This is an optimization exercise on Yosys and OpenROAD, whose aim is small area, a short achievable clock period and few clock cycles per item, not a production implementation. At most, simulation tests tie the RTL to the original design; equivalence was not proved. Function not checked in run 1: the RTL went through the layout flow alone.

<file path="flow/config.mk">
export PLATFORM = sky130hd
export DESIGN_NAME = idct_t_stage
export DESIGN_NICKNAME = idct_t_stage
export VERILOG_FILES = /design/flow/design.v
export SDC_FILE = /design/flow/constraint.sdc
export NUM_CORES = 4
export LEC_CHECK = 0
export CAP_MARGIN = 20
export CORE_MARGIN = 2
export CORE_UTILIZATION = 40
export CTS_CLUSTER_DIAMETER = 150
export CTS_CLUSTER_SIZE = 24
export SLEW_MARGIN = 20
</file>
<file path="flow/constraint.sdc">
create_clock -name core_clock -period 10.0 [get_ports {CLOCK_50_I}]
set_input_delay 2.0000 -clock core_clock [delete_from_list [all_inputs] [get_ports {CLOCK_50_I}]]
set_output_delay 2.0000 -clock core_clock [all_outputs]
set_load 0.01 [all_outputs]
</file>
<file path="flow/design.v">
package idct_pkg;
	localparam int plane_width = 320;
endpackage
`timescale 1ns/1ps
module idct_t_stage (
	input logic CLOCK_50_I,
	input logic Resetn,
	input logic req,
	output logic ack,
	input logic [5:0] block_row,
	input logic [5:0] block_col,
	input logic [15:0] sram_read_data,
	output logic [17:0] sram_address,
	output logic [15:0] sram_write_data,
	output logic sram_we_n
);
	localparam logic [7:0] LAST_T = 8'd145;
	logic running;
	logic ack_q;
	logic [7:0] cnt;           
	logic ack_state;           
	logic [7:0] tn;            
	logic [14:0] rb;           
	logic [14:0] rb_start;
	logic [17:0] addr_q;
	logic [15:0] wdata_q;
	logic we_q;
	function automatic logic [8:0] row_base(input logic [5:0] r);
		case (r)
			6'd0: row_base = 9'd150;
			6'd1: row_base = 9'd155;
			6'd2: row_base = 9'd160;
			6'd3: row_base = 9'd165;
			6'd4: row_base = 9'd170;
			6'd5: row_base = 9'd175;
			6'd6: row_base = 9'd180;
			6'd7: row_base = 9'd185;
			6'd8: row_base = 9'd190;
			6'd9: row_base = 9'd195;
			6'd10: row_base = 9'd200;
			6'd11: row_base = 9'd205;
			6'd12: row_base = 9'd210;
			6'd13: row_base = 9'd215;
			6'd14: row_base = 9'd220;
			6'd15: row_base = 9'd225;
			6'd16: row_base = 9'd230;
			6'd17: row_base = 9'd235;
			6'd18: row_base = 9'd240;
			6'd19: row_base = 9'd245;
			6'd20: row_base = 9'd250;
			6'd21: row_base = 9'd255;
			6'd22: row_base = 9'd260;
			6'd23: row_base = 9'd265;
			6'd24: row_base = 9'd270;
			6'd25: row_base = 9'd275;
			6'd26: row_base = 9'd280;
			6'd27: row_base = 9'd285;
			6'd28: row_base = 9'd290;
			6'd29: row_base = 9'd295;
			6'd30: row_base = 9'd300;
			6'd31: row_base = 9'd305;
			6'd32: row_base = 9'd310;
			6'd33: row_base = 9'd315;
			6'd34: row_base = 9'd320;
			6'd35: row_base = 9'd325;
			6'd36: row_base = 9'd330;
			6'd37: row_base = 9'd335;
			6'd38: row_base = 9'd340;
			6'd39: row_base = 9'd345;
			6'd40: row_base = 9'd350;
			6'd41: row_base = 9'd355;
			6'd42: row_base = 9'd360;
			6'd43: row_base = 9'd365;
			6'd44: row_base = 9'd370;
			6'd45: row_base = 9'd375;
			6'd46: row_base = 9'd380;
			6'd47: row_base = 9'd385;
			6'd48: row_base = 9'd390;
			6'd49: row_base = 9'd395;
			6'd50: row_base = 9'd400;
			6'd51: row_base = 9'd405;
			6'd52: row_base = 9'd410;
			6'd53: row_base = 9'd415;
			6'd54: row_base = 9'd420;
			6'd55: row_base = 9'd425;
			6'd56: row_base = 9'd430;
			6'd57: row_base = 9'd435;
			6'd58: row_base = 9'd440;
			6'd59: row_base = 9'd445;
			6'd60: row_base = 9'd450;
			6'd61: row_base = 9'd455;
			6'd62: row_base = 9'd460;
			6'd63: row_base = 9'd465;
		endcase
	endfunction
	assign rb_start = {row_base(block_row), block_col};
	assign tn = running ? cnt + 8'd1 : 8'd0;
	assign ack_state = !running && (cnt != 8'd0);
	function automatic logic is_read_slot(input logic [3:0] t);
		is_read_slot = (t[2:0] == 3'd5) || (!t[0] && t[2:0] != 3'd6);
	endfunction
	function automatic logic is_write(input logic [7:0] t);
		is_write = (t >= 8'd22 && t <= 8'd139 && !is_read_slot(t[3:0])) || (t >= 8'd142 && t <= 8'd145);
	endfunction
	always_ff @(posedge CLOCK_50_I or negedge Resetn) begin
		if (!Resetn) begin
			running <= 1'b0;
			ack_q <= 1'b0;
			we_q <= 1'b0;
		end else begin
			if (!running) begin
				running <= req && !ack_state;
				ack_q <= ack_state && req;
			end else begin
				running <= (cnt != LAST_T);
				ack_q <= (cnt == LAST_T);
			end
			we_q <= running && is_write(tn);
		end
	end
	logic [2:0] rd_col;
	assign rd_col = (tn[1] || tn[0]) ? ~{1'b0, tn[3:2]} : {1'b0, tn[3:2]};
	logic [7:0] wr_u;
	logic [2:0] wr_row;
	logic [2:0] wr_col;
	always_comb begin
		wr_u = tn - 8'd22;
		if (tn >= 8'd142) begin
			wr_row = 3'd7;
			wr_col = {2'(tn - 8'd142), 1'b0};
		end else begin
			wr_row = wr_u[6:4];
			wr_col = {2'((wr_u[2:0] + 3'd1) >> 1), ~wr_u[3]};
		end
	end
	always_ff @(posedge CLOCK_50_I) begin
		if (!running) begin
			cnt <= (ack_state && req) ? cnt : 8'd0;
			rb <= rb_start;
			addr_q <= {rb_start, 3'd0};
		end else begin
			cnt <= tn;
			rb <= rb + {9'd0, cnt[3:0] == 4'd14, 1'b0, cnt[3:0] == 4'd14, 3'd0};
			if (!is_read_slot(tn[3:0]) || tn >= 8'd128) begin
				addr_q <= {9'h11f, 3'd0, wr_row, wr_col};
			end else begin
				addr_q <= {rb, rd_col};
			end
		end
	end
	logic hold_en;
	logic x_en;
	logic [3:0] ph_n;      
	logic [1:0] k_o_n;
	logic [1:0] k_e_n;
	logic [2:0] so_n;
	logic [2:0] se_n;
	assign ph_n = tn[3:0] + 4'd1;
	assign k_e_n = ph_n[3:2];
	assign k_o_n = {~ph_n[3], ph_n[2]};
	logic din_en;
	always_ff @(posedge CLOCK_50_I) begin
		din_en <= (tn[2:0] != 3'd1);
		hold_en <= (tn[1:0] == 2'd0);
		x_en <= (tn[1:0] == 2'd2);
	end
	logic [15:0] din;
	logic [15:0] hold;
	logic signed [16:0] xo;      
	logic signed [16:0] f1;
	logic signed [16:0] f2;
	logic signed [16:0] xe;      
	logic signed [20:0] xe15;    
	logic signed [18:0] hold_w;
	logic signed [18:0] din_w;
	assign hold_w = 19'(signed'(hold));
	assign din_w = 19'(signed'(din));
	always_ff @(posedge CLOCK_50_I) begin
		if (din_en) begin
			din <= sram_read_data;
		end
		if (hold_en) begin
			hold <= din;
		end
		if (x_en) begin
			xo <= 17'(hold_w - din_w);
			f1 <= 17'(hold_w + din_w);
			f2 <= f1;
			xe <= f2;
			xe15 <= (21'(signed'(f2)) <<< 4) - 21'(signed'(f2));
		end
	end
	function automatic logic [2:0] odd_sel(input logic [1:0] k, input logic [1:0] p);
		case ({k, p})
			4'h0: odd_sel = {1'b0, 2'd0};
			4'h1: odd_sel = {1'b0, 2'd1};
			4'h2: odd_sel = {1'b0, 2'd2};
			4'h3: odd_sel = {1'b0, 2'd3};
			4'h4: odd_sel = {1'b0, 2'd1};
			4'h5: odd_sel = {1'b1, 2'd3};
			4'h6: odd_sel = {1'b1, 2'd0};
			4'h7: odd_sel = {1'b1, 2'd2};
			4'h8: odd_sel = {1'b0, 2'd2};
			4'h9: odd_sel = {1'b1, 2'd0};
			4'ha: odd_sel = {1'b0, 2'd3};
			4'hb: odd_sel = {1'b0, 2'd1};
			4'hc: odd_sel = {1'b0, 2'd3};
			4'hd: odd_sel = {1'b1, 2'd2};
			4'he: odd_sel = {1'b0, 2'd1};
			default: odd_sel = {1'b1, 2'd0};
		endcase
	endfunction
	function automatic logic [2:0] even_sel(input logic [1:0] k, input logic [1:0] p);
		case ({k, p})
			4'h0: even_sel = {1'b0, 2'd0};
			4'h1: even_sel = {1'b0, 2'd1};
			4'h2: even_sel = {1'b0, 2'd0};
			4'h3: even_sel = {1'b0, 2'd2};
			4'h4: even_sel = {1'b0, 2'd0};
			4'h5: even_sel = {1'b0, 2'd2};
			4'h6: even_sel = {1'b1, 2'd0};
			4'h7: even_sel = {1'b1, 2'd1};
			4'h8: even_sel = {1'b0, 2'd0};
			4'h9: even_sel = {1'b1, 2'd2};
			4'ha: even_sel = {1'b1, 2'd0};
			4'hb: even_sel = {1'b0, 2'd1};
			4'hc: even_sel = {1'b0, 2'd0};
			4'hd: even_sel = {1'b1, 2'd1};
			4'he: even_sel = {1'b0, 2'd0};
			default: even_sel = {1'b1, 2'd2};
		endcase
	endfunction
	assign so_n = odd_sel(k_o_n, ph_n[1:0]);
	assign se_n = even_sel(k_e_n, ph_n[1:0]);
	logic [3:0] om;
	logic [2:0] em;
	logic o_neg1, o_rs1, e_neg1, e_rs1;
	always_ff @(posedge CLOCK_50_I) begin
		om <= 4'b0001 << so_n[1:0];
		em <= 3'b001 << se_n[1:0];
		o_neg1 <= so_n[2];
		o_rs1 <= (k_o_n == 2'd0);
		e_neg1 <= se_n[2];
		e_rs1 <= (k_e_n == 2'd0);
	end
	logic [23:0] ox;
	logic [23:0] ex;
	logic [23:0] ey;
	assign ox = 24'(xo);
	assign ex = 24'(xe);
	assign ey = 24'(xe15);
	logic [23:0] or1, or2, or3, or4, or5, or6;
	logic [3:0] o_inj;
	assign or1 = ({24{om[0] | om[1]}} & (ox << 11)) | ({24{om[2]}} & (ox << 10)) | ({24{om[3]}} & (ox << 9));
	assign or2 = ({24{om[0]}} & ~(ox << 5)) | ({24{om[1]}} & ~(ox << 9)) | ({24{om[2]}} & (ox << 7))
		| ({24{om[3]}} & ~(ox << 7));
	assign or3 = ({24{om[0]}} & ~(ox << 3)) | ({24{om[1]}} & (ox << 7)) | ({24{om[2]}} & ~(ox << 4))
		| ({24{om[3]}} & (ox << 4));
	assign or4 = ({24{om[1]}} & (ox << 5)) | ({24{om[2]}} & ox) | ({24{om[3]}} & ~ox);
	assign or5 = {24{om[1]}} & (ox << 3);
	assign or6 = {24{om[1]}} & ~(ox << 1);
	assign o_inj = {2'b00, om[0] | om[1] | om[3], 1'b1};
	logic [23:0] er1, er2, er3;
	logic [1:0] e_inj;
	assign er1 = ({24{em[0]}} & (ex << 3)) | ({24{em[1]}} & (ex << 1)) | ({24{em[2]}} & ~ex);
	assign er2 = ({24{em[0]}} & (ey << 5)) | ({24{em[1]}} & ~(ey << 1)) | ({24{em[2]}} & (ex << 10));
	assign er3 = ({24{em[0]}} & (ey << 6)) | ({24{em[1]}} & (ey << 7)) | ({24{em[2]}} & ~(ey << 4));
	assign e_inj = {em[2], em[1] | em[2]};
	logic [23:0] ro0, ro1, ro2, ro3;
	logic [23:0] re0, re1, re2;
	logic [23:0] oa, ea;
	assign oa = (o_rs1 ? 24'd0 : ro2) ^ {24{o_neg1}};
	assign ea = (e_rs1 ? 24'd0 : re2) ^ {24{e_neg1}};
	logic [23:0] os1, oc1, os2, oc2, os3, oc3;
	logic [23:0] es1, ec1, es3, ec3;
	logic [23:0] ot1, ou1;
	assign os1 = or1 ^ or2 ^ or3;
	assign oc1 = {((or1 & or2) | (or1 & or3) | (or2 & or3)), o_inj[0]};
	assign ot1 = or4 ^ or5 ^ or6;
	assign ou1 = {((or4 & or5) | (or4 & or6) | (or5 & or6)), o_inj[1]};
	assign os2 = os1 ^ oc1 ^ ot1;
	assign oc2 = {((os1 & oc1) | (os1 & ot1) | (oc1 & ot1)), 1'b0};
	assign os3 = ou1 ^ os2 ^ oc2;
	assign oc3 = {((ou1 & os2) | (ou1 & oc2) | (os2 & oc2)), 1'b0};
	assign es1 = er1 ^ er2 ^ er3;
	assign ec1 = {((er1 & er2) | (er1 & er3) | (er2 & er3)), e_inj[0]};
	assign es3 = es1 ^ ec1 ^ ea;
	assign ec3 = {((es1 & ec1) | (es1 & ea) | (ec1 & ea)), e_inj[1]};
	logic [23:0] o_s, o_c, e_s, e_c;
	logic o_neg, e_neg;
	always_ff @(posedge CLOCK_50_I) begin
		o_s <= os3;
		o_c <= oc3;
		o_neg <= o_neg1;
		e_s <= es3;
		e_c <= ec3;
		e_neg <= e_neg1;
	end
	logic [23:0] o_sum, e_sum;
	logic [23:0] om_s, om_c;
	assign om_s = ro3 ^ o_s ^ o_c;
	assign om_c = {((ro3 & o_s) | (ro3 & o_c) | (o_s & o_c)), 1'b0};
	assign o_sum = (om_s + om_c) ^ {24{o_neg}};
	assign e_sum = (e_s + e_c) ^ {24{e_neg}};
	always_ff @(posedge CLOCK_50_I) begin
		ro0 <= o_sum;
		ro1 <= ro0;
		ro2 <= ro1;
		ro3 <= oa;
		re0 <= e_sum;
		re1 <= re0;
		re2 <= re1;
	end
	logic [2:0] wsrc;      
	logic [3:0] wl;
	assign wl = 4'(tn - 8'd21);
	always_ff @(posedge CLOCK_50_I) begin
		if (tn >= 8'd141) begin
			wsrc <= 3'd4;
		end else begin
			case (wl[2:0])
				3'd3: wsrc <= {wl[3], 2'd1};
				3'd5: wsrc <= {wl[3], 2'd2};
				default: wsrc <= {wl[3], 2'd0};
			endcase
		end
	end
	always_ff @(posedge CLOCK_50_I) begin
		case (wsrc)
			3'd0: wdata_q <= ro0[23:8];
			3'd1: wdata_q <= ro1[23:8];
			3'd2: wdata_q <= ro2[23:8];
			3'd4: wdata_q <= re0[23:8];
			3'd5: wdata_q <= re1[23:8];
			default: wdata_q <= re2[23:8];
		endcase
	end
	assign ack = ack_q;
	assign sram_address = addr_q;
	assign sram_write_data = wdata_q;
	assign sram_we_n = ~we_q;
endmodule
</file>
<file path="flow/flow/run.sh">
#!/bin/bash
set -euo pipefail
bash standard.sh SETUP_SLACK_MARGIN=7 finish > flow.log 2>&1
</file>
<file path="flow/standard.sh">
#!/bin/bash
# synth_recipe.tcl (not shown) runs the flow's synth.tcl, then flattens the netlist and writes it again
# the make line also repeats each setting of config.mk as NAME=value (left out here)
make -C /OpenROAD-flow-scripts/flow DESIGN_CONFIG=/design/flow/config.mk WORK_HOME=/design/flow/orfs CLKGATE_MAP_FILE= SYNTH_SCRIPT=/design/flow/synth_recipe.tcl "${@:-finish}"
</file>
==> results.cfg, run 1 <==
[run_status]
status = no timing/DRC/antenna violations

[route]
vias_per_cell = 5.09
ant_nets = 0
post_drt_wl_per_cell_um = 17.4
drcViolationCount = 0
drt-total-wl_um = 54200
vias = 15800
dr.pass1.iters = 9
drt-initial-drc-count = 1196

[setup_path]
critPathMostFrequentCell = o21bai_1
start_kind = flip-flop
critPathKind = flip-flop to flip-flop
slowest_stage = fa_1
path_buf_inv = 0
critical_path.cell_chain = fa_1 > ha_2 > fa_2 > a211oi_2 > o21bai_1 > a2111o_1 > a221o_1 > a21o_1 > a31oi_2 > o21bai_1 > xnor2_1
cpLargestDelayFamily = compound AO/OA/AOI/OAI gates
rrSetupSlack_ps = 6790
endpoint_kind = flip-flop
cp.required_ps = 10470
cp_slowest_stage_delay_ps = 480
cp.arrival_ps = 3680
path_max_fanout = 3

[cts]
clkSinkCount = 461
clock_path_buffers = 3
clock_latency_ps = 580
holdBufCountCts = 0
cts_tree = built
root_buffer = clkbuf_16
clk_pin_slew_ps = 90
cts_max_level = 1
cts_inserted_buffers = 23

[die]
die_w_um = 251
start_util_pct = 40.4
io_pins = 67
core_um2 = 60200
rows = 90
fp.dieH_um = 251
die_area_um2 = 62800

[timing]
clock_skew_ps = 18.7
max_slew_margin_pct = 35.3
fmaxAchievable_mhz = 311
finalWorstSetupSlack_ps = 6790
holdWs_ps = 331
fin_crit_sh_pct = 32.1
setup_violations = 0
rsz0062_at_grt = yes
slew_viol_final = 0
hold_viol = 0
tns_ps = 0
worst_pin_slew_ps = 969
min_period_ps = 3210

[logic_synthesis]
synth_cell_type_count = 80
syn_nets = 2583
synth_top_flop_cell = dfxtp_1
synth_cells = 2270
synth_area_leaders = dfxtp_1 (27%), edfxtp_1 (16%), fa_1 (12%)
avgSynthCellArea_um2 = 10.7
synth-edff-count = 130
yosys_register_bits = 461
seq_area_frac_synth_pct = 43.3
async_flop_share_pct = 0.651
yosysTopAreaCell = dfxtp_1
synth_top_cell_area_share_pct = 27.0
synth_warnings = 1
syn_area_um2 = 24300
synthTopCellsByCount = dfxtp_1 (328), inv_1 (219), xnor2_1 (164), nand2_1 (150), fa_1 (145)
yosysMostFrequentCell = dfxtp_1

[place]
dp_hpwl_um = 40400
portBuffers = 66
gp_congestion = 0.862
dp_slack_ps = 5900

[grt]
grt_pass1_vias = 15700
grt_pass1_wl_um = 86900
grt_max_degree = 88
grt.total_usage_pct = 17.1
gr-total-overflow = 0
antenna_found_initial = 0

[final_layout]
fin_nets = 2629
drive_above_1_share_pct = 9.42
area_growth_syn_to_layout_pct = 10.6

[flow_run]
max_cap_violations = 0

[worst_hold_path]
hold_path_class = flip-flop to flip-flop
## layer usage
| layer | share of wire, % | vias up | wire length [um] | track usage [%] |
|---|---|---|---|---|
| met5 | 0 | - | 0 | 0 |
| met4 | 2.2 | 0 | 1220 | 4.62 |
| met3 | 3.9 | 58 | 2120 | 1.63 |
| met2 | 46 | 347 | 24800 | 27.6 |
| met1 | 48 | 7642 | 26000 | 24.6 |
| li1 | - | 7760 | - | - |
## kinds of logic after synthesis
| group | Yosys count | share of synthesized area [%] |
|---|---|---|
| AOI/OAI and AO/OA | 441 | 12.1 |
| adders and majority gates | 284 | 19.1 |
| DFF | 461 | 43.3 |
| xor gates and xnor gates | 219 | 7.88 |
| buffers and inverters | 326 | 5.08 |
| muxes | 57 | 3.19 |
| and+or+nand+nor | 482 | 9.35 |
## timing repair
item,CTS,global route
endpoints found under the setup margin,123,86
resized for setup,202,53
buffers inserted,28,15
pin swaps,13,10
gates cloned,1,1
## path summary, 6_finish.rpt
| kind | end | from | cells past startpoint |
|---|---|---|---|
| max | ro0[23] | o_c[1] | 11 |
| min | re2[6] | re1[6] | 0 |
| max reg2reg | ro0[23] | o_c[1] | 11 |
| min reg2reg | re2[6] | re1[6] | 0 |
| max in group asynchronous | ack_q | Resetn | 1 |
| min in group asynchronous | we_q | Resetn | 1 |
## cell type report
| type | instances | area [um^2] |
|---|---|---|
| multi-input cells | 1483 | 12700 |
| clock buffers | 31 | 606 |
| fillers | 5600 | 33300 |
| repair buffers | 125 | 1170 |
| well taps | 782 | 978 |
| diodes | 1 | 2.50 |
| flip-flops and latches | 461 | 10600 |
| repair inverters | 1 | 7.51 |
| clock inverters | 2 | 25.0 |
| inverters | 221 | 850 |
## stage by stage
| step | area, um^2 | std cells | util (%) |
|---|---|---|---|
| after floorplan | 24300 | 2270 | - |
| after global placement | 25700 | 3027 | 42.6 |
| after detailed placement | 25700 | 3027 | 42.6 |
| after CTS | 26500 | 3089 | 44.1 |
| after global routing | 26900 | 3106 | 44.7 |
| final | 26900 | 3107 | 44.7 |
## cell usage in the layout, fill, tap and decap left out, types with 35 or more instances in the layout
cell type | Yosys | final
a21o_1 | 35 | 35
a21oi_1 | 124 | 122
buf_4 | 0 | 46
dfxtp_1 | 328 | 302
edfxtp_1 | 130 | 130
fa_1 | 145 | 144
ha_1 | 137 | 134
inv_1 | 219 | 212
mux2i_1 | 37 | 36
nand2_1 | 150 | 147
nand2b_1 | 82 | 82
nor2_1 | 137 | 136
o21ai_0 | 98 | 92
xnor2_1 | 164 | 161
xor2_1 | 55 | 54
==> run 2: changes to the inputs <==
--- a/flow/design.v
+++ b/flow/design.v
@@ -296,12 +296,28 @@
 		e_c <= ec3;
 		e_neg <= e_neg1;
 	end
+	function automatic logic [23:0] ks_add24(input logic [23:0] x, input logic [23:0] y);
+		logic [23:0] g, p, g1, p1;
+		g = x & y;
+		p = x ^ y;
+		for (int d = 1; d < 24; d = d * 2) begin
+			g1 = g;
+			p1 = p;
+			for (int i = d; i < 24; i++) begin
+				g1[i] = g[i] | (p[i] & g[i-d]);
+				p1[i] = p[i] & p[i-d];
+			end
+			g = g1;
+			p = p1;
+		end
+		ks_add24 = (x ^ y) ^ {g[22:0], 1'b0};
+	endfunction
 	logic [23:0] o_sum, e_sum;
 	logic [23:0] om_s, om_c;
 	assign om_s = ro3 ^ o_s ^ o_c;
 	assign om_c = {((ro3 & o_s) | (ro3 & o_c) | (o_s & o_c)), 1'b0};
-	assign o_sum = (om_s + om_c) ^ {24{o_neg}};
-	assign e_sum = (e_s + e_c) ^ {24{e_neg}};
+	assign o_sum = ks_add24(om_s, om_c) ^ {24{o_neg}};
+	assign e_sum = ks_add24(e_s, e_c) ^ {24{e_neg}};
 	always_ff @(posedge CLOCK_50_I) begin
 		ro0 <= o_sum;
 		ro1 <= ro0;
==> flow/flow/run.sh (replaced) <==
#!/bin/bash
set -euo pipefail
bash standard.sh SETUP_SLACK_MARGIN=7.3 finish > flow.log 2>&1
==> results.cfg, run 2 <==
[die]
die_area_um2 = 63400
rows = 90
io_pins = 67
fp.dieH_um = 252
core_um2 = 60500
start_util_pct = 40.6
die_w_um = 252

[flow_run]
max_cap_violations = 0

[place]
gp_congestion = 0.861
portBuffers = 66
dp_hpwl_um = 42800
placed_area_um2 = 25900

[cts]
root_buffer = clkbuf_16
cts_inserted_buffers = 23
clk_pin_slew_ps = 100
clock_path_buffers = 3
clkSinkCount = 461
cts_max_level = 1
cts_tree = built
clock_latency_ps = 590

[worst_hold_path]
hold_path_class = flip-flop to flip-flop
worstHoldStart = ro1[2]

[grt]
grt_pass1_vias = 16900
grt.total_usage_pct = 18.6
top_usage_layer = met2
use_met2_pct = 30.3
antenna_found_initial = 0
grt_util_met1_pct = 26.1
grt_pass1_wl_um = 93900
gr-total-overflow = 0
grt_max_degree = 88
grt_util_met3_pct = 2.70

[route]
drt-initial-drc-count = 1304
dr.pass1.iters = 9
vias_per_cell = 5.24
vias = 16900
ant_nets = 0
post_drt_wl_per_cell_um = 18.5
drt-total-wl_um = 59700
drcViolationCount = 0

[logic_synthesis]
synth_warnings = 1
yosysTopAreaCell = dfxtp_1
syn_area_um2 = 24600
synth_area_leaders = dfxtp_1 (27%), edfxtp_1 (16%), fa_1 (12%)
synth_top_cell_area_share_pct = 26.7
yosysMostFrequentCell = dfxtp_1
async_flop_share_pct = 0.651
synth-edff-count = 130
synth_cell_type_count = 80
yosys_register_bits = 461
synth_cells = 2326
synthTopCellsByCount = dfxtp_1 (328), inv_1 (231), xnor2_1 (164), nand2_1 (153), fa_1 (145)
seq_area_frac_synth_pct = 42.9
synth_top_flop_cell = dfxtp_1
avgSynthCellArea_um2 = 10.6
syn_nets = 2640

[timing]
min_period_ps = 3130
hold_viol = 0
worst_pin_slew_ps = 1010
fmaxAchievable_mhz = 320
slew_viol_final = 0
setup_violations = 0
max_slew_margin_pct = 32.3
fin_crit_sh_pct = 31.3
rsz0062_at_grt = yes
tns_ps = 0
clock_skew_ps = 27.2

[final_layout]
final_util_pct = 47.4
most-common-layout-cells = dfxtp_1 (296), inv_1 (201), xnor2_1 (164)
layout_commonest_cell = dfxtp_1
fin_nets = 2750
drive_above_1_share_pct = 17.1
area_growth_syn_to_layout_pct = 16.6
fill_cells = 5465
final_cell_area_um2 = 28600
n_antenna_cell = 0

[setup_path]
path_max_fanout = 1
cp.arrival_ps = 1130
critPathKind = flip-flop to output port
r2r-start = ro3[2]
start_kind = flip-flop
cp-startpoint = we_q
cp.required_ps = 8000
endpoint_kind = output port

[run_status]
status = no timing/DRC/antenna violations
[run 2: cell count changes in the layout (fill, tap and decap cells not counted), moves of 16 or more]
cell,previous run,this run
buf_4,46,76
buf_6,24,49
nor2_1,136,112
inv_2,3,25
fa_1,144,127
fa_2,1,18
mux2i_1,36,19
a21oi_1,122,106
[run 2: cells by family (layout without fill, tap and decap cells)]
kind of cell	count (synthesis)	in the layout	synth area share [%]
AO/OA/AOI/OAI	462	462	12.5
XOR/XNOR	218	218	7.78
adder cells (fa/ha/maj)	285	285	18.9
buffers and inverters	339	457	5.22
flip-flops	461	461	42.9
multiplexers	47	47	2.25
AND/OR/NAND/NOR	514	514	10.4
[run 2: critical path, cell delays in order, from the launching register on]
cell and delay (ps):
dfrtp_1 380, inv_1 70, buf_6 100
[run 2: path summary, 6_finish.rpt]
path | to | slack (ps) | cells past startpoint
min in group asynchronous | ack_q | 1570 | 1
hold reg to reg | ro2[2] | 330 | 0
max in group asynchronous | running | 8290 | 1
hold / removal | ro2[2] | 330 | 0
setup / recovery | sram_we_n | 6870 | 2
setup reg to reg | ro0[20] | 6960 | 9
[run 2: cell type report]
cell class	instances	area, um^2	area share [%]
inverter	235	947	3.31
timing repair inverter	2	16.3	0.0568
multi-input combinational	1526	13500	47.1
clock buffer	31	606	2.11
tap	782	978	3.42
timing repair buffer	187	1960	6.86
clock inverter	2	28.8	0.100
sequential	461	10600	37.0
[run 2: layer usage]
layer / wire, um / vias up
met5: 0 / -
met4: 1440 / 0
met3: 3050 / 93
met2: 27700 / 458
met1: 27500 / 8208
li1: - / 8136
[run 2: metrics by stage]
step,hold WS [ps],cells,setup slack (ps)
after floorplan,310,2326,6800
after global placement,310,3082,5690
after detailed placement,312,3082,5590
after CTS,334,3184,6850
after global routing,341,3226,6830
final,332,3226,6870
[run 2: what timing repair did]
| action | CTS | global route |
|---|---|---|
| hold buffers | 0 | 0 |
| endpoints found under the hold margin | 0 | 0 |
| buffers inserted | 62 | 39 |
| endpoints found under the setup margin | 152 | 156 |
| pin swaps | 61 | 81 |
| gates cloned | 7 | 2 |
| resized for setup | 346 | 153 |
Testbench counts of run 2, summed over its fixed seeds: cycles 28,784, blocks 192.
==> run 3: changes to the inputs <==
==> flow/flow/run.sh (replaced) <==
#!/bin/bash
set -euo pipefail
bash standard.sh SETUP_SLACK_MARGIN=6.9 finish > flow.log 2>&1
==> results.cfg, run 3 <==
[final_layout]
fin_nets = 2655
layout_commonest_cell = dfxtp_1
final_cells = 3132
n_antenna_cell = 0
drive_above_1_share_pct = 7.45
final_util_pct = 44.1
fill_cells = 5675
area_growth_syn_to_layout_pct = 8.60
most-common-layout-cells = dfxtp_1 (315), inv_1 (225), xnor2_1 (164)

[timing]
setup_violations = 0
slew_viol_final = 0
holdWs_ps = 328
rsz0062_at_grt = yes
min_period_ps = 3110
clock_skew_ps = 25.2
fin_crit_sh_pct = 31.1
hold_viol = 0
max_slew_margin_pct = 35.0
tns_ps = 0
fmaxAchievable_mhz = 322
worst_pin_slew_ps = 974

[place]
dp_hpwl_um = 41900
portBuffers = 66
dpl.cell_count = 3084
gp_congestion = 0.889

[logic_synthesis]
synth_cell_type_count = 80
synth_area_leaders = dfxtp_1 (27%), edfxtp_1 (16%), fa_1 (12%)
syn_nets = 2640
synthTopCellsByCount = dfxtp_1 (328), inv_1 (231), xnor2_1 (164), nand2_1 (153), fa_1 (145)
avgSynthCellArea_um2 = 10.6
syn_area_um2 = 24600
seq_area_frac_synth_pct = 42.9
synth_top_cell_area_share_pct = 26.7
yosys_register_bits = 461
yosysMostFrequentCell = dfxtp_1
yosysTopAreaCell = dfxtp_1
synth_warnings = 1
synth_cells = 2326
synth_top_flop_cell = dfxtp_1
synth-edff-count = 130
async_flop_share_pct = 0.651

[grt]
grt_util_met1_pct = 25.0
grt_pass1_vias = 16500
top_usage_layer = met2
antenna_found_initial = 0
gr-total-overflow = 0
grt_util_met3_pct = 1.73
use_met2_pct = 28.8
grt_pass1_wl_um = 89400
grt_max_degree = 88
grt.total_usage_pct = 17.5

[cts]
cts_max_level = 1
clock_path_buffers = 3
clock_latency_ps = 570
root_buffer = clkbuf_16
cts_inserted_buffers = 23
clkSinkCount = 461
cts_tree = built
holdBufCountCts = 0
clk_pin_slew_ps = 100

[setup_path]
critPathMostFrequentCell = fa_1
cp.required_ps = 10440
cp_slowest_stage_delay_ps = 550
start_kind = flip-flop
endpoint_kind = flip-flop
cpLargestDelayFamily = adder cells
cp.arrival_ps = 3550
path_buf_inv = 5
critPathKind = flip-flop to flip-flop
slowest_stage = fa_1
path_max_fanout = 20
critical_path.cell_chain = buf_12 > clkinvlp_4 > buf_4 > buf_4 > o21ai_1 > nor3_1 > fa_1 > fa_1 > inv_1 > fa_1

[route]
vias_per_cell = 5.21
post_drt_wl_per_cell_um = 17.8
dr.pass1.iters = 7
vias = 16300
drt-initial-drc-count = 1006
drt-total-wl_um = 55600
ant_nets = 0
drcViolationCount = 0

[die]
die_area_um2 = 63400
rows = 90
start_util_pct = 40.6
io_pins = 67
fp.dieH_um = 252
die_w_um = 252
core_um2 = 60500

[flow_run]
max_cap_violations = 0

[worst_hold_path]
hold_path_class = flip-flop to flip-flop

[run_status]
status = no timing/DRC/antenna violations
[run 3: cell counts after synthesis]
No cell type changed its count.
[run 3: worst paths after layout]
check | depth (start not counted) | from | slack [ps] | to
worst max-delay path | 10 | om[3] | 6890 | o_s[9]
worst min-delay path | 0 | re1[6] | 330 | re2[6]
worst max register to register | 10 | om[3] | 6890 | o_s[9]
worst min register to register | 0 | re1[6] | 330 | re2[6]
max in group asynchronous | 1 | Resetn | 8240 | running
min in group asynchronous | 1 | Resetn | 1610 | ack_q
[run 3: area by class of cell]
| type | instances | area, um^2 | area share (%) |
|---|---|---|---|
| clock buffers | 33 | 634 | 2.38 |
| flip-flops and latches | 461 | 10600 | 39.6 |
| multi-input cells | 1526 | 12800 | 48.1 |
| inverters | 235 | 907 | 3.40 |
| clock inverters | 1 | 16.3 | 0.0610 |
| repair buffers | 93 | 724 | 2.72 |
| repair inverters | 1 | 8.76 | 0.0328 |
| well taps | 782 | 978 | 3.67 |
[run 3: repair_timing]
item                       in CTS  in global routing
gates resized for setup       187                 33
setup buffers                   7                  4
setup endpoints to repair      98                 37
gates cloned                    0                  2
[run 3: layer usage]
metal | routed length (um) | part of all wire [%]
met1 | 26400 | 48
met2 | 25700 | 46
met3 | 2330 | 4.2
met4 | 1100 | 2.0
met5 | 0 | 0
[run 3: logic make-up after synthesis]
logic type	share of synthesized area, %
AOI/OAI and AO/OA	12.5
xor gates and xnor gates	7.78
adders and majority gates	18.9
buffers and inverters	5.22
DFF	42.9
muxes	2.25
and+or+nand+nor	10.4
[run 3: worst register-to-register path, delay by kind of cell (launching register included)]
family	cells	cell delay, ps
compound gates	1	220
fa+ha+maj	3	1490
buf+inv	5	710
flops	1	440
simple gates	1	140
[run 3: stage by stage]
step	worst slack, ps	cell area (um^2)
3_5_place_dp	5900	25900
4_1_cts	6840	26500
2_1_floorplan	6800	24600
5_1_grt	6700	26700
6_report	6890	26700
3_3_place_gp	5870	25900
==> run 4: changes to the inputs <==
==> flow/flow/run.sh (replaced) <==
#!/bin/bash
set -euo pipefail
bash standard.sh SETUP_SLACK_MARGIN=6.8 finish > flow.log 2>&1
==> results.cfg, run 4 <==
[cts]
clock_path_buffers = 3
clk_pin_slew_ps = 100
cts_inserted_buffers = 23
root_buffer = clkbuf_16
clkSinkCount = 461
cts_tree = built
holdBufCountCts = 0
clock_latency_ps = 570
cts_max_level = 1

[logic_synthesis]
synthSimpleGateAreaFrac_pct = 10.4
synth_adder_area_share_pct = 18.9
async_flop_share_pct = 0.651
synth_top_cell_area_share_pct = 26.7
syn_nets = 2640
syn_area_um2 = 24600
synth_area_leaders = dfxtp_1 (27%), edfxtp_1 (16%), fa_1 (12%)
synth-edff-count = 130
yosys_register_bits = 461
post_synth_xor_area_fraction_pct = 7.78
synth_top_family_by_area = adder cells
synth_top_flop_cell = dfxtp_1
seq_area_frac_synth_pct = 42.9
synth_warnings = 1
avgSynthCellArea_um2 = 10.6
synthTopCellsByCount = dfxtp_1 (328), inv_1 (231), xnor2_1 (164), nand2_1 (153), fa_1 (145)
synth-compound-area-share_pct = 12.5
yosysMostFrequentCell = dfxtp_1
yosysTopAreaCell = dfxtp_1
synth_cells = 2326
synth_cell_type_count = 80
muxShareOfSynthArea_pct = 2.25

[worst_hold_path]
hold_path_class = flip-flop to flip-flop
min_path_cells = 0
worstHoldStart = re0[4]
hold-path-endpoint = re1[4]

[setup_path]
cpLargestDelayFamily = flip-flops
reg2reg_depth = 9
path_max_fanout = 1
slowest_stage = dfxtp_1
endpoint_kind = output port
start_kind = flip-flop
rrSetupSlack_ps = 6910
cp.required_ps = 8000
cp_slowest_stage_delay_ps = 360
critPathKind = flip-flop to output port
path_buf_inv = 1
r2r-start = om[1]
cp.arrival_ps = 1150
critical_path.cell_chain = clkdlybuf4s15_2
reg2reg_to = o_s[15]

[timing]
clock_skew_ps = 21.3
max_slew_margin_pct = 35.3
fin_crit_sh_pct = 31.5
holdWs_ps = 327
worst_pin_slew_ps = 969
setup_violations = 0
tns_ps = 0
fmaxAchievable_mhz = 318
rsz0062_at_grt = yes
finalWorstSetupSlack_ps = 6850
slew_viol_final = 0
hold_viol = 0
min_period_ps = 3150

[grt]
gr-total-overflow = 0
grt.total_usage_pct = 17.6
grt_pass1_wl_um = 89700
antenna_found_initial = 1
grt_pass1_vias = 16400
grt_max_degree = 88

[final_layout]
area_growth_syn_to_layout_pct = 8.56
fin_nets = 2646
n_antenna_cell = 0
layout_commonest_cell = dfxtp_1
drive_above_1_share_pct = 5.13
most-common-layout-cells = dfxtp_1 (323), inv_1 (225), xnor2_1 (164)
final_util_pct = 44.1

[place]
dp_hpwl_um = 42000
portBuffers = 66
dp_slack_ps = 5710
gp_congestion = 0.910

[route]
ant_nets = 0
post_drt_wl_per_cell_um = 17.8
vias_per_cell = 5.22
drt-total-wl_um = 55500
drcViolationCount = 0
drt-initial-drc-count = 1311
vias = 16300
dr.pass1.iters = 8

[die]
core_um2 = 60500
die_w_um = 252
io_pins = 67
rows = 90
die_area_um2 = 63400
start_util_pct = 40.6
fp.dieH_um = 252

[flow_run]
max_cap_violations = 0

[run_status]
status = no timing/DRC/antenna violations
[run 4: cell counts after synthesis]
No cell type changed its count.
[run 4: metal layers]
metal  GRT usage [%]  vias to the layer above  wire length, um
met5               0                        -                0
met4            3.91                        0             1140
met3            1.84                       56             2630
met2            28.9                      406            25400
met1            25.2                     7949            26300
li1                -                     7897                -
[run 4: worst max path at each step]
stage,startpoint,endpoint,cells past startpoint
2_1_floorplan,block_row[1],addr_q[13],6
3_3_place_gp,om[1],o_s[22],7
3_5_place_dp,om[1],o_s[22],7
4_1_cts,wdata_q[2],sram_write_data[2],1
5_1_grt,ro3[5],ro0[21],9
6_report,addr_q[16],sram_address[16],1
[run 4: stage by stage]
stage | cells | instance area [um^2]
after floorplan | 2326 | 24600
after global routing | 3122 | 26700
after global placement | 3082 | 25900
after CTS | 3120 | 26600
final | 3122 | 26700
after detailed placement | 3082 | 25900
[run 4: final cells by class]
| cell class | count | area (um^2) |
|---|---|---|
| clock buffers | 30 | 602 |
| clock inverters | 3 | 30.0 |
| fillers | 5644 | 33800 |
| inverters | 235 | 898 |
| multi-input cells | 1526 | 12800 |
| flip-flops and latches | 461 | 10600 |
| well taps | 782 | 978 |
| repair buffers | 85 | 815 |
[run 4: kinds of logic (layout without fill, tap and decap cells)]
logic type,after synthesis,after routing
AOI/OAI and AO/OA,462,462
xor gates and xnor gates,218,218
adders and majority gates,285,285
buffers and inverters,339,353
DFF,461,461
muxes,47,47
and+or+nand+nor,514,514
[run 4: timing repair]
item / 4_1_cts / 5_1_grt
resized for setup: 78 / 37
buffers inserted: 5 / 1
endpoints found under the setup margin: 90 / 45
==> run 5: changes to the inputs <==
==> flow/flow/run.sh (replaced) <==
#!/bin/bash
set -euo pipefail
bash standard.sh SETUP_SLACK_MARGIN=7 finish > flow.log 2>&1
==> results.cfg, run 5 <==
[die]
rows = 90
fp.dieH_um = 252
io_pins = 67
die_area_um2 = 63400
core_um2 = 60500
die_w_um = 252
start_util_pct = 40.6

[logic_synthesis]
synth_warnings = 1
syn_area_um2 = 24600
async_flop_share_pct = 0.651
yosysMostFrequentCell = dfxtp_1
synth_cell_type_count = 80
seq_area_frac_synth_pct = 42.9
synth_top_cell_area_share_pct = 26.7
synthTopCellsByCount = dfxtp_1 (328), inv_1 (231), xnor2_1 (164), nand2_1 (153), fa_1 (145)
yosysTopAreaCell = dfxtp_1
synth_top_flop_cell = dfxtp_1
syn_nets = 2640
synth_cells = 2326
avgSynthCellArea_um2 = 10.6
synth-edff-count = 130
yosys_register_bits = 461
synth_area_leaders = dfxtp_1 (27%), edfxtp_1 (16%), fa_1 (12%)

[timing]
holdWs_ps = 328
fin_crit_sh_pct = 30.9
rsz0062_at_grt = yes
min_period_ps = 3090
tns_ps = 0
setup_violations = 0
fmaxAchievable_mhz = 324
slew_viol_final = 0
clock_skew_ps = 23.9
hold_viol = 0
worst_pin_slew_ps = 969
max_slew_margin_pct = 35.3

[cts]
holdBufCountCts = 0
clk_pin_slew_ps = 100
clock_path_buffers = 3
clock_latency_ps = 570
clkSinkCount = 461
cts_inserted_buffers = 23
root_buffer = clkbuf_16
cts_max_level = 1
cts_tree = built

[final_layout]
drive_above_1_share_pct = 9.37
final_util_pct = 44.9
fill_cells = 5626
layout_commonest_cell = dfxtp_1
most-common-layout-cells = dfxtp_1 (303), inv_1 (224), xnor2_1 (164)
fin_nets = 2674
area_growth_syn_to_layout_pct = 10.5
n_antenna_cell = 0

[route]
vias = 16400
drcViolationCount = 0
post_drt_wl_per_cell_um = 17.8
vias_per_cell = 5.21
drt-initial-drc-count = 982
ant_nets = 0
drt-total-wl_um = 56000
dr.pass1.iters = 8

[setup_path]
cp.required_ps = 8000
cp.arrival_ps = 1090
start_kind = flip-flop
cp_slowest_stage_delay_ps = 370
cpLargestDelayFamily = flip-flops
slowest_stage = dfrtp_1
path_max_fanout = 1
path_buf_inv = 2
critPathKind = flip-flop to output port
critical_path.cell_chain = inv_1 > buf_2
endpoint_kind = output port

[grt]
grt_max_degree = 88
gr-total-overflow = 0
grt.total_usage_pct = 17.5
grt_pass1_wl_um = 89400
grt_pass1_vias = 16500
antenna_found_initial = 0

[place]
dp_hpwl_um = 41900
portBuffers = 66
gp_congestion = 0.889

[run_status]
status = no timing/DRC/antenna violations

[worst_hold_path]
hold_path_class = flip-flop to flip-flop

[flow_run]
max_cap_violations = 0
-- run 5: cell counts after synthesis --
Identical to the previous run, type by type.
-- run 5: worst reg2reg max path, cell delays in order, from the launching register on --
cell and delay (ps):
dfxtp_4 370, buf_12 160, clkinvlp_4 170, buf_4 180
o21ai_1 260, nor3_2 110, fa_1 500, fa_1 550
inv_1 50, fa_1 430
-- run 5: path summary, 6_finish.rpt --
| check | slack, ps | startpoint | endpoint | cells past startpoint |
|---|---|---|---|---|
| hold / removal | 330 | ro1[0] | ro2[0] | 0 |
| setup reg to reg | 7090 | om[3] | o_s[9] | 9 |
| setup / recovery | 6910 | we_q | sram_we_n | 2 |
| hold reg to reg | 330 | ro1[0] | ro2[0] | 0 |
| max in group asynchronous | 8240 | Resetn | running | 1 |
| min in group asynchronous | 1610 | Resetn | ack_q | 1 |
-- run 5: kinds of logic after synthesis --
family                     synth area share [%]
xor gates and xnor gates                   7.78
muxes                                      2.25
AOI/OAI and AO/OA                          12.5
adders and majority gates                  18.9
DFF                                        42.9
buffers and inverters                      5.22
and+or+nand+nor                            10.4
-- run 5: what timing repair did --
item,4_1_cts,5_1_grt
endpoints found under the setup margin,117,83
resized for setup,220,70
pin swaps,1,17
endpoints found under the hold margin,0,0
cloned,1,2
setup buffers,6,23
-- run 5: through the flow --
step                      cells  setup WS, ps  instance area (um^2)
after floorplan            2326          6800                 24600
after global placement     3084          5870                 25900
after detailed placement   3084          5900                 25900
after CTS                  3125          6870                 26700
after global routing       3151          6860                 27100
final                      3151          6910                 27100
-- run 5: cell type report --
| type | count | area [um^2] | share of cell area [%] |
|---|---|---|---|
| clock buffer | 33 | 634 | 2.34 |
| clock inverter | 1 | 16.3 | 0.0599 |
| multi-input combinational | 1526 | 13000 | 47.7 |
| timing repair buffer | 112 | 1040 | 3.85 |
| tap | 782 | 978 | 3.61 |
| sequential | 461 | 10600 | 39.0 |
| inverter | 235 | 908 | 3.35 |
| timing repair inverter | 1 | 8.76 | 0.0323 |
-- run 5: metal layers --
metal / vias to the layer above / GRT usage, % / routed length, um
met5: - / 0 / 0
met1: 8003 / 25.1 / 26400
li1: 7965 / - / -
met3: 63 / 1.80 / 2490
met4: 0 / 3.61 / 1150
met2: 377 / 28.9 / 25900
==> run 6: changes to the inputs <==
--- a/flow/design.v
+++ b/flow/design.v
@@ -159,10 +159,12 @@
 	assign k_e_n = ph_n[3:2];
 	assign k_o_n = {~ph_n[3], ph_n[2]};
 	logic din_en;
+	logic f_en;
 	always_ff @(posedge CLOCK_50_I) begin
-		din_en <= (tn[2:0] != 3'd1);
+		din_en <= (tn[1:0] != 2'd2) && (tn[2:0] != 3'd1);
 		hold_en <= (tn[1:0] == 2'd0);
 		x_en <= (tn[1:0] == 2'd2);
+		f_en <= (tn[1:0] == 2'd3);
 	end
 	logic [15:0] din;
 	logic [15:0] hold;
@@ -175,6 +177,8 @@
 	logic signed [18:0] din_w;
 	assign hold_w = 19'(signed'(hold));
 	assign din_w = 19'(signed'(din));
+	logic signed [18:0] pair_sum;
+	assign pair_sum = hold_w + (din_w ^ {19{x_en}}) + 19'(x_en);
 	always_ff @(posedge CLOCK_50_I) begin
 		if (din_en) begin
 			din <= sram_read_data;
@@ -183,8 +187,12 @@
 			hold <= din;
 		end
 		if (x_en) begin
-			xo <= 17'(hold_w - din_w);
-			f1 <= 17'(hold_w + din_w);
+			xo <= 17'(pair_sum);
+		end
+		if (f_en) begin
+			f1 <= 17'(pair_sum);
+		end
+		if (x_en) begin
 			f2 <= f1;
 			xe <= f2;
 			xe15 <= (21'(signed'(f2)) <<< 4) - 21'(signed'(f2));
==> flow/flow/run.sh (replaced) <==
#!/bin/bash
set -euo pipefail
bash standard.sh SETUP_SLACK_MARGIN=6.9 finish > flow.log 2>&1
--- a/flow/config.mk
+++ b/flow/config.mk
@@ -10,4 +10,5 @@
 export CORE_UTILIZATION = 40
 export CTS_CLUSTER_DIAMETER = 150
 export CTS_CLUSTER_SIZE = 24
+export PLACE_DENSITY = 0.75
 export SLEW_MARGIN = 20
==> results.cfg, run 6 <==
[run_status]
status = no timing/DRC/antenna violations

[route]
dr.pass1.iters = 7
post_drt_wl_per_cell_um = 17.1
vias = 15500
drt-initial-drc-count = 1382
vias_per_cell = 5.19
drcViolationCount = 0
ant_nets = 0
drt-total-wl_um = 51200

[final_layout]
area_growth_syn_to_layout_pct = 9.17
n_antenna_cell = 0
layout_commonest_cell = dfxtp_1
drive_above_1_share_pct = 8.06
fin_nets = 2506
fill_cells = 5406
most-common-layout-cells = dfxtp_1 (315), inv_1 (195), xnor2_1 (150)

[grt]
grt_pass1_wl_um = 82800
antenna_found_initial = 1
grt.total_usage_pct = 16.7
gr-total-overflow = 0
grt_pass1_vias = 15600
grt_max_degree = 77

[die]
fp.dieH_um = 248
rows = 89
die_w_um = 248
core_um2 = 58800
die_area_um2 = 61300
io_pins = 67
start_util_pct = 40.4

[timing]
holdWs_ps = 327
finalWorstSetupSlack_ps = 6880
hold_viol = 0
rsz0062_at_grt = yes
clock_skew_ps = 23.4
setup_violations = 0
tns_ps = 0
min_period_ps = 3120
slew_viol_final = 0
max_slew_margin_pct = 35.0
fmaxAchievable_mhz = 321
fin_crit_sh_pct = 31.2
worst_pin_slew_ps = 974

[cts]
clkSinkCount = 463
holdBufCountCts = 0
clock_latency_ps = 580
root_buffer = clkbuf_16
clock_path_buffers = 3
cts_tree = built
clk_pin_slew_ps = 90
cts_max_level = 1
cts_inserted_buffers = 23

[place]
portBuffers = 66
gp_congestion = 0.925
dp_hpwl_um = 38400
dp_slack_ps = 5980

[logic_synthesis]
async_flop_share_pct = 0.648
syn_nets = 2472
synth_top_flop_cell = dfxtp_1
synth-edff-count = 131
yosysMostFrequentCell = dfxtp_1
yosysTopAreaCell = dfxtp_1
synth_top_cell_area_share_pct = 27.8
synth_cells = 2177
synth_area_leaders = dfxtp_1 (28%), edfxtp_1 (17%), fa_1 (12%)
synthTopCellsByCount = dfxtp_1 (329), inv_1 (201), xnor2_1 (151), fa_1 (144), edfxtp_1 (131)
synth_warnings = 1
synth_cell_type_count = 81
seq_area_frac_synth_pct = 44.6
avgSynthCellArea_um2 = 10.9
syn_area_um2 = 23700
yosys_register_bits = 463

[setup_path]
cp.required_ps = 8000
path_max_fanout = 1
endpoint_kind = output port
critPathKind = flip-flop to output port
cp.arrival_ps = 1120
start_kind = flip-flop

[flow_run]
max_cap_violations = 0

[worst_hold_path]
hold_path_class = flip-flop to flip-flop
run 6: repair_timing:
| action | CTS | global route |
|---|---|---|
| gates resized for setup | 179 | 26 |
| setup endpoints to repair | 86 | 32 |
| pin swaps | 4 | 5 |
| gates cloned | 1 | 1 |
| buffers inserted | 17 | 4 |
run 6: cell families after synthesis:
kind of cell | Yosys count | synth area share [%]
buffers and inverters | 301 | 4.79
AOI/OAI and AO/OA | 432 | 12.4
DFF | 463 | 44.6
and+or+nand+nor | 442 | 9.12
adders and majority gates | 266 | 18.6
xor gates and xnor gates | 230 | 8.57
muxes | 43 | 1.90
run 6: metal layers:
metal  global-route usage, %  up-vias  wire (um)
met5                       0        -          0
met4                    5.71        0       1720
met3                    1.63       86       2630
li1                        -     7454          -
met1                    22.9     7520      23200
met2                    27.7      472      23700
run 6: stage by stage:
step / utilization (%) / instance area [um^2] / std cells
2_1_floorplan: - / 23800 / 2177
3_3_place_gp: 42.7 / 25100 / 2936
3_5_place_dp: 42.7 / 25100 / 2936
4_1_cts: 43.9 / 25800 / 2988
5_1_grt: 44.1 / 25900 / 2993
6_report: 44.1 / 25900 / 2993
run 6: final timing paths:
kind                                   to  slack, ps  cells past startpoint    from
worst max-delay path            sram_we_n       6880                      2    we_q
worst min-delay path               re2[5]        330                      0  re1[5]
worst max register to register    o_s[10]       6980                      9   xo[3]
worst min register to register     re2[5]        330                      0  re1[5]
max in group asynchronous           ack_q       8270                      1  Resetn
min in group asynchronous            we_q       1590                      1  Resetn
run 6: cell type report:
class	instances	area (um^2)	area share, %
well taps	773	967	3.73
inverters	206	786	3.03
multi-input cells	1413	12100	46.7
clock buffers	31	606	2.34
repair inverters	2	15.0	0.0580
clock inverters	3	40.0	0.155
flip-flops and latches	463	10600	41.0
repair buffers	102	766	2.96
run 6: critical path: stages (launching register included):
cell and delay [ps]:
dfrtp_1 370, inv_1 50, buf_2 120
Testbench counts of run 6, summed over its fixed seeds: cycles 28,784, blocks 192.
==> run 7: changes to the inputs <==
--- a/flow/config.mk
+++ b/flow/config.mk
@@ -5,10 +5,10 @@
 export SDC_FILE = /design/flow/constraint.sdc
 export NUM_CORES = 4
 export LEC_CHECK = 0
+export ABC_AREA = 1
 export CAP_MARGIN = 20
 export CORE_MARGIN = 2
 export CORE_UTILIZATION = 40
 export CTS_CLUSTER_DIAMETER = 150
 export CTS_CLUSTER_SIZE = 24
-export PLACE_DENSITY = 0.75
 export SLEW_MARGIN = 20
==> results.cfg, run 7 <==
[setup_path]
critPathKind = flip-flop to output port
cp.arrival_ps = 1100
reg2reg_depth = 10
rrSetupSlack_ps = 6990
path_max_fanout = 1
start_kind = flip-flop
endpoint_kind = output port
reg2reg_to = o_s[14]
r2r-start = om[1]
cp.required_ps = 8000

[cts]
root_buffer = clkbuf_16
holdBufCountCts = 0
cts_tree = built
cts_max_level = 1
clock_path_buffers = 3
clk_pin_slew_ps = 110
cts_inserted_buffers = 23
clock_latency_ps = 560
clkSinkCount = 463

[logic_synthesis]
yosys_register_bits = 463
synthTopCellsByCount = nand2_1 (474), inv_1 (376), dfxtp_1 (329), nor2_1 (175), xor2_1 (150)
synth_top_cell_area_share_pct = 27.0
async_flop_share_pct = 0.648
yosysTopAreaCell = dfxtp_1
synth_cell_type_count = 56
synth-edff-count = 131
synth_area_leaders = dfxtp_1 (27%), edfxtp_1 (16%), fa_1 (12%)
avgSynthCellArea_um2 = 9.35
seq_area_frac_synth_pct = 43.4
synth_cells = 2609
syn_nets = 2904
syn_area_um2 = 24400
yosysMostFrequentCell = nand2_1
synth_warnings = 1
synth_top_flop_cell = dfxtp_1

[timing]
hold_viol = 0
rsz0062_at_grt = yes
slew_viol_final = 0
clock_skew_ps = 21.1
fmaxAchievable_mhz = 322
min_period_ps = 3100
setup_violations = 0
tns_ps = 0
holdWs_ps = 318
max_slew_margin_pct = 24.2
worst_pin_slew_ps = 1130
fin_crit_sh_pct = 31.0
finalWorstSetupSlack_ps = 6900

[grt]
grt_pass1_wl_um = 92400
grt.total_usage_pct = 18.2
top_usage_layer = met2
antenna_found_initial = 1
grt_max_degree = 64
gr-total-overflow = 0
grt_pass1_vias = 17000
grt_util_met1_pct = 26.1
grt_util_met3_pct = 1.79
use_met2_pct = 29.5

[route]
vias_per_cell = 4.97
drt-total-wl_um = 57600
post_drt_wl_per_cell_um = 16.7
dr.pass1.iters = 5
ant_nets = 0
drcViolationCount = 0
vias = 17100
drt-initial-drc-count = 1049

[final_layout]
most-common-layout-cells = nand2_1 (474), inv_1 (370), dfxtp_1 (319)
fin_nets = 2956
area_growth_syn_to_layout_pct = 8.72
layout_commonest_cell = nand2_1
drive_above_1_share_pct = 5.84

[die]
die_w_um = 251
core_um2 = 60400
start_util_pct = 40.4
fp.dieH_um = 251
rows = 90
io_pins = 67
die_area_um2 = 63000

[run_status]
status = no timing/DRC/antenna violations

[worst_hold_path]
worstHoldStart = re0[5]
hold-path-endpoint = re1[5]
hold_path_class = flip-flop to flip-flop
min_path_cells = 0

[place]
gp_congestion = 0.926
dp_hpwl_um = 44200
portBuffers = 66
dp_slack_ps = 6100

[flow_run]
max_cap_violations = 0
-- run 7: cell types whose count changed in the layout (fill, tap and decap cells not counted), sizes merged, moves of 35 or more --
cell,before,now
inv,203,381
mux2i,35,0
nand2,130,484
nand2b,83,0
nand3,21,125
nor2,112,181
xnor2,152,49
xor2,78,150
-- run 7: worst max path at each step --
stage	from	end	slack (ps)	depth (start not counted)
6_report	we_q	sram_we_n	6900	2
5_1_grt	we_q	sram_we_n	6840	2
4_1_cts	ack_q	ack	6840	1
3_5_place_dp	block_row[1]	rb[10]	6100	8
3_3_place_gp	block_row[1]	rb[10]	6240	8
2_1_floorplan	block_row[2]	addr_q[15]	6910	7
-- run 7: area by class of cell --
class                           instances  area, um^2
Timing Repair inverter                  4        22.5
Antenna cell                            1        2.50
Timing Repair Buffer                   94         716
Multi-Input combinational cell       1688       12100
Sequential cell                       463       10600
Inverter                              387        1480
Fill cell                            5861       33800
Clock inverter                          2        25.0
Tap cell                              782         978
Clock buffer                           31         606
-- run 7: through the flow --
| stage | cells | instance area (um^2) | util, % |
|---|---|---|---|
| detailed placement | 3396 | 25800 | 42.8 |
| floorplan | 2609 | 24400 | - |
| CTS | 3437 | 26400 | 43.7 |
| global placement | 3396 | 25800 | 42.8 |
| finish | 3452 | 26500 | 43.9 |
| global route | 3451 | 26500 | 43.9 |
-- run 7: routing by layer --
layer  vias up  wire length, um
met5         -                0
met4         0             1410
met3        74             2400
met2       427            25900
met1      8125            27900
li1       8523                -
-- run 7: what timing repair did --
action                     CTS  global route
setup endpoints to repair   88            61
resized for setup          168            18
buffers inserted             6            12
gates cloned                 2             2
-- run 7: cell families (layout without fill, tap and decap cells) --
group | Yosys count | in the layout | synth area share (%)
AOI/OAI and AO/OA | 362 | 362 | 9.21
xor gates and xnor gates | 199 | 199 | 7.15
buffers and inverters | 458 | 518 | 7.19
and+or+nand+nor | 863 | 863 | 15.0
DFF | 463 | 463 | 43.4
adders and majority gates | 264 | 264 | 18.0
other | 0 | 1 | 0
-- run 7: worst max-delay path: stages, from the launching register on --
cell and delay [ps]:
dfrtp_1 390, inv_2 60, buf_6 90
==> run 8: changes to the inputs <==
--- a/flow/config.mk
+++ b/flow/config.mk
@@ -5,7 +5,6 @@
 export SDC_FILE = /design/flow/constraint.sdc
 export NUM_CORES = 4
 export LEC_CHECK = 0
-export ABC_AREA = 1
 export CAP_MARGIN = 20
 export CORE_MARGIN = 2
 export CORE_UTILIZATION = 40
==> results.cfg, run 8 <==
[run_status]
status = no timing/DRC/antenna violations

[logic_synthesis]
synth_cells = 2177
syn_nets = 2472
synthTopCellsByCount = dfxtp_1 (329), inv_1 (201), xnor2_1 (151), fa_1 (144), edfxtp_1 (131)
yosysTopAreaCell = dfxtp_1
synth_top_flop_cell = dfxtp_1
yosysMostFrequentCell = dfxtp_1
synth_warnings = 1
avgSynthCellArea_um2 = 10.9
syn_area_um2 = 23700
yosys_register_bits = 463
synth_top_cell_area_share_pct = 27.8
synth_cell_type_count = 81
synth-edff-count = 131
async_flop_share_pct = 0.648
seq_area_frac_synth_pct = 44.6
synth_area_leaders = dfxtp_1 (28%), edfxtp_1 (17%), fa_1 (12%)

[timing]
min_period_ps = 3080
fmaxAchievable_mhz = 325
hold_viol = 0
rsz0062_at_grt = yes
clock_skew_ps = 26.2
fin_crit_sh_pct = 30.8
worst_pin_slew_ps = 1020
slew_viol_final = 0
tns_ps = 0
max_slew_margin_pct = 32.2
setup_violations = 0

[setup_path]
cp.required_ps = 8000
path_max_fanout = 1
critical_path.cell_chain = buf_2
reg2reg_depth = 9
path_buf_inv = 1
endpoint_kind = output port
reg2reg_to = o_s[22]
cp.arrival_ps = 1080
cp_slowest_stage_delay_ps = 380
rrSetupSlack_ps = 7000
critPathKind = flip-flop to output port
cpLargestDelayFamily = flip-flops
start_kind = flip-flop
r2r-start = om[2]
slowest_stage = dfrtp_1

[cts]
clkSinkCount = 463
holdBufCountCts = 0
clock_latency_ps = 570
cts_max_level = 1
root_buffer = clkbuf_16
cts_tree = built
clk_pin_slew_ps = 110
clock_path_buffers = 3
cts_inserted_buffers = 23

[worst_hold_path]
hold-path-endpoint = re2[2]
hold_path_class = flip-flop to flip-flop
worstHoldStart = re1[2]
min_path_cells = 0

[route]
drcViolationCount = 0
dr.pass1.iters = 6
ant_nets = 0
vias = 15100
post_drt_wl_per_cell_um = 17.2
vias_per_cell = 5.07
drt-initial-drc-count = 1387
drt-total-wl_um = 51400

[grt]
grt_pass1_wl_um = 83000
antenna_found_initial = 0
gr-total-overflow = 0
grt_pass1_vias = 15100
grt.total_usage_pct = 16.9
grt_max_degree = 77

[die]
start_util_pct = 40.4
core_um2 = 58800
die_w_um = 248
io_pins = 67
fp.dieH_um = 248
rows = 89
die_area_um2 = 61300

[final_layout]
layout_commonest_cell = dfxtp_1
most-common-layout-cells = dfxtp_1 (318), inv_1 (195), xnor2_1 (150)
drive_above_1_share_pct = 7.60
fin_nets = 2498
area_growth_syn_to_layout_pct = 8.83
n_antenna_cell = 0

[place]
portBuffers = 66
dp_hpwl_um = 39000
gp_congestion = 0.901

[flow_run]
max_cap_violations = 0
-- run 8: cell types whose count changed after synthesis, sizes merged, moves of 72 or more --
cell,change
inv,-181
xnor2,+103
nand2,-354
nand3,-104
xor2,-72
nand2b,+83
-- run 8: metrics by stage --
step	instances	setup WS [ps]	area [um^2]	util (%)	hold WS (ps)
after floorplan	2177	6820	23800	-	310
after global placement	2935	6050	25100	42.7	310
after detailed placement	2935	5970	25100	42.7	312
after CTS	2981	6810	25700	43.8	317
after global routing	2984	6870	25800	43.9	342
final	2984	6920	25800	43.9	316
-- run 8: area by class of cell --
type,count,area (um^2)
timing repair inverter,1,7.51
timing repair buffer,95,699
clock inverter,2,28.8
clock buffer,31,606
inverter,206,786
fill,5559,33000
sequential,463,10600
multi-input combinational,1413,12100
tap,773,967
-- run 8: routing by layer --
layer	wire length (um)	share of wire [%]	GRT usage (%)
met3	1970	3.8	1.95
met1	25100	49	25.0
met4	973	1.9	3.56
met5	0	0	0
met2	23300	45	26.8
-- run 8: worst reg2reg max path, cell delays in order, from the launching register on --
cell and delay, ps:
dfxtp_1 340, buf_6 300, clkinvlp_4 180, nand2_1 210, mux2i_1 150, nor2b_1 180
fa_1 540, inv_1 50, fa_1 460, fa_1 460
-- run 8: how the worst max path moves through the flow --
stage / from / to / slack [ps] / cells past startpoint
final: ack_q / ack / 6920 / 1
after global routing: we_q / sram_we_n / 6870 / 2
after CTS: addr_q[15] / sram_address[15] / 6810 / 1
after detailed placement: block_row[1] / addr_q[14] / 5970 / 9
after global placement: block_row[1] / rb[11] / 6050 / 9
after floorplan: block_row[1] / addr_q[14] / 6820 / 8
-- run 8: kinds of logic after synthesis --
family                   Yosys count  synth area share, %
flip-flops                       463                 44.6
XOR/XNOR                         230                 8.57
multiplexers                      43                 1.90
buffers and inverters            301                 4.79
AND/OR/NAND/NOR                  442                 9.12
AO/OA/AOI/OAI                    432                 12.4
adder cells (fa/ha/maj)          266                 18.6
-- run 8: what timing repair did --
action	in CTS	in global routing
pin swaps	3	1
gates cloned	1	0
buffers inserted	12	3
endpoints found under the setup margin	97	46
resized for setup	173	31
hold endpoints to repair	0	0

## what the ideal ports hide
In the flow no input, the clock included, has a driving cell. The finished layouts below were timed again as built, in two steps. Step 1, drivers: a clkbuf_16 drives CLOCK_50_I and a buf_2 each remaining input, both assumed. Step 2 also shifts input and output timing later by t, the mid clock arrival at the registers, as if the neighbouring blocks saw the same clock. Three values: ideal ports, drivers, drivers and shift; two values: the first two.
| run | t, ns | setup slack, ns | hold WS [ns] |
|---|---|---|---|
| run 1 | 0.623 | 6.789 / 6.789 / 6.521 | 0.331 / 0.331 / 0.331 |
| run 2 | 0.637 | 6.874 / 6.810 / 6.653 | 0.332 / 0.332 / 0.332 |
| run 3 | 0.607 | 6.892 / 6.861 / 6.493 | 0.328 / 0.328 / 0.328 |
| run 4 | 0.617 | 6.851 / 6.793 / 6.329 | 0.327 / 0.327 / 0.327 |
| run 5 | 0.607 | 6.911 / 6.860 / 6.475 | 0.328 / 0.328 / 0.328 |
| run 6 | 0.624 | 6.881 / 6.823 / 6.497 | 0.327 / 0.327 / 0.327 |
| run 7 | 0.615 | 6.897 / 6.837 / 6.504 | 0.318 / 0.318 / 0.318 |
| run 8 | 0.617 | 6.919 / 6.863 / 6.467 | 0.316 / 0.316 / 0.316 |
After both steps every run listed still meets setup and hold. For run 4, which loses most, drivers alone change the setup slack by -0.058 ns; drivers and shift together by -0.522 ns.
